From an optimization exercise on the open Yosys and OpenROAD flow, aimed at small area, a short achievable clock period and few clock cycles; shortcuts taken in it are not production practice. Function was checked by simulation only, so behaviour that the tests miss may differ from the original. No activity file was given, so power comes from the tool's default toggle rates.

$ cat flow/config.mk
export PLATFORM = sky130hd
export DESIGN_NAME = key_debounce_repeat_unit
export DESIGN_NICKNAME = key_debounce_repeat_unit
export VERILOG_FILES = /design/flow/design.v
export SDC_FILE = /design/flow/constraint.sdc
export NUM_CORES = 4
export LEC_CHECK = 0
export CAP_MARGIN = 20
export CORE_MARGIN = 2
export CORE_UTILIZATION = 40
export SLEW_MARGIN = 20
$ cat flow/constraint.sdc
create_clock -name core_clock -period 5.0 [get_ports {clk}]
set_input_delay 1.0000 -clock core_clock [delete_from_list [all_inputs] [get_ports {clk}]]
set_output_delay 1.0000 -clock core_clock [all_outputs]
set_load 0.01 [all_outputs]
$ cat flow/design.v
`default_nettype none
package kdr_pkg;
  localparam int DATA_W = 32;
  localparam int PARAM_W = 16;
  localparam int ACT_W = 3;
  localparam int CFG_IDX_W = 3;
  localparam int KEY_COUNT_DEF = 32;
  localparam int TIMER_BITS_DEF = 16;
  localparam logic [ACT_W-1:0] ACT_TICK   = 3'd0;
  localparam logic [ACT_W-1:0] ACT_PRESS  = 3'd1;
  localparam logic [ACT_W-1:0] ACT_REPEAT = 3'd2;
  localparam logic [ACT_W-1:0] ACT_SHORT  = 3'd3;
  localparam logic [ACT_W-1:0] ACT_LONG   = 3'd4;
  localparam logic [ACT_W-1:0] ACT_CHORD  = 3'd5;
  localparam logic [CFG_IDX_W-1:0] REG_ENABLED     = 3'd0;
  localparam logic [CFG_IDX_W-1:0] REG_ACTIVE_HIGH = 3'd1;
  localparam logic [CFG_IDX_W-1:0] REG_REPEAT_KEYS = 3'd2;
  localparam logic [CFG_IDX_W-1:0] REG_FIRST_DELAY = 3'd3;
  localparam logic [CFG_IDX_W-1:0] REG_PERIOD      = 3'd4;
  localparam logic [PARAM_W-1:0] FIRST_DELAY_RST = 16'd50;
  localparam logic [PARAM_W-1:0] PERIOD_RST      = 16'd20;
  typedef struct packed {
    logic [DATA_W-1:0]  enabled_keys;
    logic [DATA_W-1:0]  active_high_keys;
    logic [DATA_W-1:0]  repeat_keys;
    logic [PARAM_W-1:0] repeat_first_delay;
    logic [PARAM_W-1:0] repeat_period;
  } kdr_cfg_t;
  typedef struct packed {
    logic [ACT_W-1:0]  action;
    logic [DATA_W-1:0] pin_levels;
    logic [DATA_W-1:0] query_mask;
  } kdr_item_t;
  typedef struct packed {
    logic [DATA_W-1:0] selected_keys;
    logic [DATA_W-1:0] pending_presses;
    logic [DATA_W-1:0] debounced_keys;
  } kdr_res_t;
endpackage
`default_nettype wire
`default_nettype none
import kdr_pkg::*;
module kdr_cfg_regs (
  input  wire logic  clk,
  input  wire logic  rst_n,
  input  wire logic                 cfg_valid,
  output      logic                 cfg_ready,
  input  wire logic [CFG_IDX_W-1:0] cfg_index,
  input  wire logic [DATA_W-1:0]    cfg_data,
  output kdr_pkg::kdr_cfg_t   cfg
);
  kdr_pkg::kdr_cfg_t cfg_r;
  kdr_pkg::kdr_cfg_t cfg_nxt;
  assign cfg_ready = 1'b1;
  assign cfg = cfg_r;
  always_comb begin
    cfg_nxt = cfg_r;
    if (cfg_valid) begin
      case (cfg_index)
        REG_ENABLED:     cfg_nxt.enabled_keys = cfg_data;
        REG_ACTIVE_HIGH: cfg_nxt.active_high_keys = cfg_data;
        REG_REPEAT_KEYS: cfg_nxt.repeat_keys = cfg_data;
        REG_FIRST_DELAY: cfg_nxt.repeat_first_delay = cfg_data[PARAM_W-1:0];
        REG_PERIOD:      cfg_nxt.repeat_period = cfg_data[PARAM_W-1:0];
        default:         cfg_nxt = cfg_r;
      endcase
    end
  end
  always_ff @(posedge clk) begin
    if (!rst_n) begin
      cfg_r.enabled_keys       <= '0;
      cfg_r.active_high_keys   <= '0;
      cfg_r.repeat_keys        <= '0;
      cfg_r.repeat_first_delay <= FIRST_DELAY_RST;
      cfg_r.repeat_period      <= PERIOD_RST;
    end else begin
      cfg_r <= cfg_nxt;
    end
  end
endmodule
`default_nettype wire
`default_nettype none
import kdr_pkg::*;
module kdr_state #(
  parameter int KEY_COUNT  = KEY_COUNT_DEF,
  parameter int TIMER_BITS = TIMER_BITS_DEF
) (
  input  wire logic      clk,
  input  wire logic      rst_n,
  input  wire logic      upd,
  input  wire kdr_pkg::kdr_item_t item,
  input  wire kdr_pkg::kdr_cfg_t  cfg,
  output kdr_pkg::kdr_res_t       res
);
  localparam int KW = (KEY_COUNT >= DATA_W) ? DATA_W : KEY_COUNT;
  logic [KW-1:0] press_r, press_nxt;
  logic [KW-1:0] stable_r, stable_nxt;
  logic [KW-1:0] rep_r, rep_nxt;
  logic [KW-1:0] cnt_lo_r, cnt_lo_nxt;
  logic [KW-1:0] cnt_hi_r, cnt_hi_nxt;
  logic [TIMER_BITS-1:0] tmr_r, tmr_nxt;
  logic [KW-1:0] q;
  logic [KW-1:0] pins;
  logic [KW-1:0] rkeys;
  logic [KW-1:0] chg;
  logic [KW-1:0] toggle;
  logic [KW-1:0] sel;
  logic [KW-1:0] rsel;
  logic [TIMER_BITS-1:0] tmr_base;
  logic [TIMER_BITS-1:0] tmr_dec;
  assign q     = item.query_mask[KW-1:0];
  assign pins  = item.pin_levels[KW-1:0];
  assign rkeys = cfg.repeat_keys[KW-1:0];
  always_comb begin
    press_nxt  = press_r;
    stable_nxt = stable_r;
    rep_nxt    = rep_r;
    cnt_lo_nxt = cnt_lo_r;
    cnt_hi_nxt = cnt_hi_r;
    tmr_nxt    = tmr_r;
    sel        = '0;
    rsel       = '0;
    chg        = (stable_r ^ ~(pins ^ cfg.active_high_keys[KW-1:0]))
                 & cfg.enabled_keys[KW-1:0];
    toggle     = '0;
    tmr_base   = tmr_r;
    tmr_dec    = '0;
    case (item.action)
      ACT_TICK: begin
        cnt_lo_nxt = ~(cnt_lo_r & chg);
        cnt_hi_nxt = cnt_lo_nxt ^ (cnt_hi_r & chg);
        toggle     = chg & cnt_lo_nxt & cnt_hi_nxt;
        stable_nxt = stable_r ^ toggle;
        press_nxt  = press_r | (stable_nxt & toggle);
        tmr_base   = ((stable_nxt & rkeys) == '0) ?
                     TIMER_BITS'(cfg.repeat_first_delay) : tmr_r;
        tmr_dec    = tmr_base - 1'b1;
        if (tmr_dec == '0) begin
          tmr_nxt = TIMER_BITS'(cfg.repeat_period);
          rep_nxt = rep_r | (stable_nxt & rkeys);
        end else begin
          tmr_nxt = tmr_dec;
        end
      end
      ACT_PRESS: begin
        sel       = q & press_r;
        press_nxt = press_r ^ sel;
      end
      ACT_REPEAT: begin
        sel     = q & rep_r;
        rep_nxt = rep_r ^ sel;
      end
      ACT_SHORT: begin
        sel       = ~stable_r & q & press_r;
        press_nxt = press_r ^ sel;
      end
      ACT_LONG: begin
        rsel      = q & rep_r;
        rep_nxt   = rep_r ^ rsel;
        sel       = rsel & press_r;
        press_nxt = press_r ^ sel;
      end
      ACT_CHORD: begin
        if ((press_r & q) == q) begin
          sel       = q;
          press_nxt = press_r ^ q;
        end
      end
      default: begin
        sel = '0;
      end
    endcase
  end
  assign res.selected_keys   = DATA_W'(sel);
  assign res.pending_presses = DATA_W'(press_nxt);
  assign res.debounced_keys  = DATA_W'(stable_nxt);
  always_ff @(posedge clk) begin
    if (!rst_n) begin
      press_r  <= '0;
      stable_r <= '0;
      rep_r    <= '0;
      cnt_lo_r <= '1;
      cnt_hi_r <= '1;
      tmr_r    <= '0;
    end else if (upd) begin
      press_r  <= press_nxt;
      stable_r <= stable_nxt;
      rep_r    <= rep_nxt;
      cnt_lo_r <= cnt_lo_nxt;
      cnt_hi_r <= cnt_hi_nxt;
      tmr_r    <= tmr_nxt;
    end
  end
endmodule
`default_nettype wire
`default_nettype none
import kdr_pkg::*;
module key_debounce_repeat_unit #(
  parameter int KEY_COUNT  = KEY_COUNT_DEF,
  parameter int TIMER_BITS = TIMER_BITS_DEF
) (
  input wire logic   clk,
  input wire logic   rst_n,
  input  wire logic                 in_valid,
  output      logic                 in_ready,
  input  wire logic [ACT_W-1:0]     in_action,
  input  wire logic [DATA_W-1:0]    in_pin_levels,
  input  wire logic [DATA_W-1:0]    in_query_mask,
  output      logic                 out_valid,
  input  wire logic                 out_ready,
  output      logic [DATA_W-1:0]    out_selected_keys,
  output      logic [DATA_W-1:0]    out_pending_presses,
  output      logic [DATA_W-1:0]    out_debounced_keys,
  input  wire logic                 cfg_valid,
  output      logic                 cfg_ready,
  input  wire logic [CFG_IDX_W-1:0] cfg_index,
  input  wire logic [DATA_W-1:0]    cfg_data
);
  kdr_pkg::kdr_cfg_t  cfg;
  kdr_pkg::kdr_item_t in_item_r;
  kdr_pkg::kdr_res_t  out_res_r;
  kdr_pkg::kdr_res_t  res;
  logic      in_v_r;
  logic      out_v_r;
  logic      adv;
  kdr_cfg_regs u_cfg (
    .clk    (clk),
    .rst_n  (rst_n),
    .cfg_valid (cfg_valid),
    .cfg_ready (cfg_ready),
    .cfg_index (cfg_index),
    .cfg_data  (cfg_data),
    .cfg    (cfg)
  );
  kdr_state #(
    .KEY_COUNT  (KEY_COUNT),
    .TIMER_BITS (TIMER_BITS)
  ) u_state (
    .clk   (clk),
    .rst_n (rst_n),
    .upd   (adv),
    .item  (in_item_r),
    .cfg   (cfg),
    .res   (res)
  );
  assign adv         = in_v_r && (!out_v_r || out_ready);
  assign in_ready = !in_v_r || adv;
  always_ff @(posedge clk) begin
    if (!rst_n) begin
      in_v_r  <= 1'b0;
      out_v_r <= 1'b0;
    end else begin
      if (in_ready) begin
        in_v_r <= in_valid;
      end
      if (!out_v_r || out_ready) begin
        out_v_r <= in_v_r;
      end
    end
  end
  always_ff @(posedge clk) begin
    if (in_valid && in_ready) begin
      in_item_r.action     <= in_action;
      in_item_r.pin_levels <= in_pin_levels;
      in_item_r.query_mask <= in_query_mask;
    end
    if (adv) begin
      out_res_r <= res;
    end
  end
  assign out_valid           = out_v_r;
  assign out_selected_keys   = out_res_r.selected_keys;
  assign out_pending_presses = out_res_r.pending_presses;
  assign out_debounced_keys  = out_res_r.debounced_keys;
endmodule
`default_nettype wire
$ cat flow/run.sh
#!/bin/bash
# synth_recipe.tcl (not shown) runs the flow's synth.tcl, then flattens the netlist and writes it again
# the make line also repeats each setting of config.mk as NAME=value (left out here)
make -C /OpenROAD-flow-scripts/flow DESIGN_CONFIG=/design/flow/config.mk WORK_HOME=/design/flow/orfs CLKGATE_MAP_FILE= SYNTH_SCRIPT=/design/flow/synth_recipe.tcl finish
==> results.cfg <==
[die]
start_util_pct = 40.4
fp-row-count = 90
ioPinCount = 206
die_y_um = 250
fp.coreArea_sq_mm = 0.0601
die_w_um = 250
dieArea_sq_mm = 0.0627

[worst_setup_path]
crit_slowest_cell = edfxtp_1
crit_required_ns = 5.52
crit_chain = xnor2_2, xnor2_2, nand2_2, nor3_2, ha_1, or2b_4, nand4_1, nor4_4, and2_4, mux2i_4, ha_4, buf_6, buf_8, and3b_2, a31oi_2, a2111oi_4, a21bo_1, a221oi_4, buf_12, clkbuf_16, o2111ai_1, a21oi_1
critPathArrivalTime_ns = 5.30
cpMostUsedCell = xnor2_2
endpoint_kind = register
critPathKind = reg2reg
start_kind = register
reg2reg_slack_ns = 0.22
cp_max_fo = 8
critPathMaxStageDelay_ns = 0.41

[synth]
syn_area_per_cell_sq_um = 8.94
synth_cells = 2714
ys.flop_type = dfxtp_1
synth.cell_area_sq_mm = 0.0243
yosysUniqueCellTypes = 72
ys_warn_count = 3
async_flop_share_pct = 0
syn_nets = 2919
synth_top_area_cell = dfxtp_1
synth_edf_count = 163
synth_area_leaders = dfxtp_1, edfxtp_1, nand2_1
ys_ff_latch = 469
yosysSeqAreaShare_pct = 45.4
synth_top_area_share_pct = 25.2

[clock_network]
insertion_delay_ns = 0.61
ctsHoldBuffers = 0
clk_pin_slew_worst_paths_ns = 0.06
cts_root_buffer = clkbuf_16
htreeDepth = 2
cts.sinks = 469
cts_buffer_depth = 3
cts_made_buffers = 51
cts_tree = built

[detailed_routing]
remaining_drc_errors = 0
vias_per_cell = 5.72
drt_iter0_markers = 1852
first_pass_iters = 6
postRouteAntennaNets = 0
vias = 21000
wl_per_cell_um = 22.1
wirelength_mm = 81.0

[timing]
relSlewSlack_pct = 29.7
hold_viol_final = 0
fin_crit_ns = 4.78
max_slew.worst_pin.slew_ns = 1.05
rsz0062_at_grt = yes
period_share_pct = 95.6
fmax_mhz = 209
skew_ns = 0.0267
maxSlewViolCount = 0
holdWs_ns = 0.461
setup_viol = 0

[outcome]
status = timing/DRC/antenna clean

[finish]
fin_cells = 3667
diodes = 0
layout_commonest_cell = nand2_1
drive_gt1_share_pct = 8.60
final_cell_area_sq_mm = 0.0290
layout.nets = 3049
syn_to_final_growth_pct = 19.4
final_cell_mix = nand2_1, dfxtp_1, nor2_1

[place]
gp_congestion = 0.871
port_buffers = 204
dp.cells = 3565
dp_hpwl_mm = 55.2
placed_area_sq_mm = 0.0269

[hold_path]
min_path_type = reg2reg

[global_routing]
antenna_found_initial = 0
overflow = 0
track_usage_pct = 25.1
grt_pass1_wl_mm = 121
grt_max_degree = 147
grt_pass1_vias = 19400

[power_and_ir_drop]
power_density_mw_per_mm2 = 303
p_leak_nw = 10.4
ir_worst_vdd_uv = 252

[flow_run]
max-cap-violations = 0
## metrics by stage
step                      util (%)  setup TNS, ns  total power (W)  setup slack (ns)
final                         48.2              0          0.00878             0.219
after global placement        44.8          -2.00          0.00491           -0.0718
after floorplan                  -              0          0.00456             0.133
after global routing          48.2        -0.0833          0.00906           -0.0245
after detailed placement      44.8          -4.72          0.00492            -0.173
after CTS                     47.9              0          0.00885           0.00668
## flip-flops by register name (all words and copies together) (netlist names)
| register | cells |
|---|---|
| in_item_r | 67 |
| in_v_r | 1 |
| out_res_r | 96 |
| out_v_r | 1 |
| u_cfg.cfg_r | 128 |
| u_state.cnt_hi_r | 32 |
| u_state.cnt_lo_r | 32 |
| u_state.press_r | 32 |
| u_state.rep_r | 32 |
| u_state.stable_r | 32 |
| u_state.tmr_r | 16 |
## synthesized netlist by cell type, types with 4 or more instances
library cell   number
o211a_1            33
nor3b_1             4
nand2_1           593
nand2b_1            7
and3_1             34
clkbuf_8            8
a21oi_1           139
a21o_1             31
nor2_1            216
dlygate4sd3_1       4
ha_1               98
a22oi_1            32
o21ai_0            93
a21boi_0          124
clkbuf_1          138
nor2b_1             6
and2_1             36
nand4_1            13
inv_1             100
xnor2_1            75
or2_2               5
xor2_1             14
o2111ai_1          49
or2b_2             20
nor3_1             38
o211ai_1           31
edfxtp_1          163
o221a_2            29
a211oi_1            9
o32ai_1            63
buf_1               8
a31oi_1            12
mux2i_1             6
nor4_1             17
a221o_1            31
buf_4               4
nand3b_1            5
or2b_1              9
buf_6              11
nand3_1            48
dfxtp_1           306
## timing repair
action / in CTS / in global routing
pin swaps: 5 / 18
buffers inserted: 1 / 6
gates resized for setup: 13 / 22
gates cloned: 1 / 1
endpoints found under the setup margin: 41 / 42
## final timing paths
check	from	endpoint	cells after the start
min reg2reg	u_cfg.cfg_r[1]	u_cfg.cfg_r[1]	2
max reg2reg	in_item_r[35]	u_state.rep_r[8]	22
max	in_item_r[35]	u_state.rep_r[8]	22
min	u_cfg.cfg_r[1]	u_cfg.cfg_r[1]	2
## logic make-up (layout without fill, tap and decap cells)
group           after synthesis  in the layout  share of synthesized area, %
mux                           7              7                         0.294
other cells                   1              1                        0.0155
buf+inv                     280            451                          5.26
simple gates               1076           1076                          19.8
fa+ha+maj                    98             98                          5.05
compound gates              694            694                          21.0
xor+xnor                     89             89                          3.21
flops                       469            469                          45.4
## worst max-delay path, delay by kind of cell (launching register included)
kind,cells,cell delay [ns]
multiplexers,1,0.28
AND/OR/NAND/NOR,7,1.48
AO/OA/AOI/OAI,6,1.10
XOR/XNOR,2,0.45
flip-flops,1,0.41
buffers and inverters,4,0.55
adder cells (fa/ha/maj),2,0.39
## where the power goes
group	internal, W	switching, W
Sequential	0.00405	0.0000804
Clock	0.00232	0.00161
Combinational	0.000292	0.000432
Total	0.00666	0.00213
## metal layers
layer | vias to the layer above | track usage, % | routed length [um]
met5 | - | 0 | 0
met4 | 0 | 6.95 | 2010
met3 | 103 | 4.21 | 5830
met2 | 824 | 39.2 | 36600
met1 | 10200 | 35.8 | 36500
li1 | 9899 | - | -
## layout make-up
cell class                 instances  area [sq um]
clock buffer                      73          1480
clock inverter                    21           260
fill                            5658         31100
inverter                         100           375
multi-input combinational       1965         12200
sequential                       469         11000
tap                              782           978
timing repair buffer             257          2630
Testbench counts, summed over its fixed seeds: cycles 24,139.

## port drivers added, routing unchanged
In the flow no input, the clock included, has a driving cell. The finished layout below was timed again as built, in two steps. Step 1 assumes that a clkbuf_16 drives the clock port and a buf_2 every other input. Step 2, shift: input delay + t, output delay - t, t = (earliest + latest rising clock arrival at the registers) / 2. This alone moves slack from input paths to output paths. a / b / c = ideal ports / drivers / drivers and shift; a / b = the first two.
t, ns: 0.661
setup slack, ns: 0.219 / 0.219 / 0.219
hold slack, ns: 0.461 / 0.461 / 0.461
worst register clock-pin slew, ns: 0.07 / 0.07
worst slew at a driven data input, ns: 0.05
After both steps this run still meets setup and hold. The setup slack of this run moves by 0.000 ns with the drivers and by 0.000 ns with both steps.
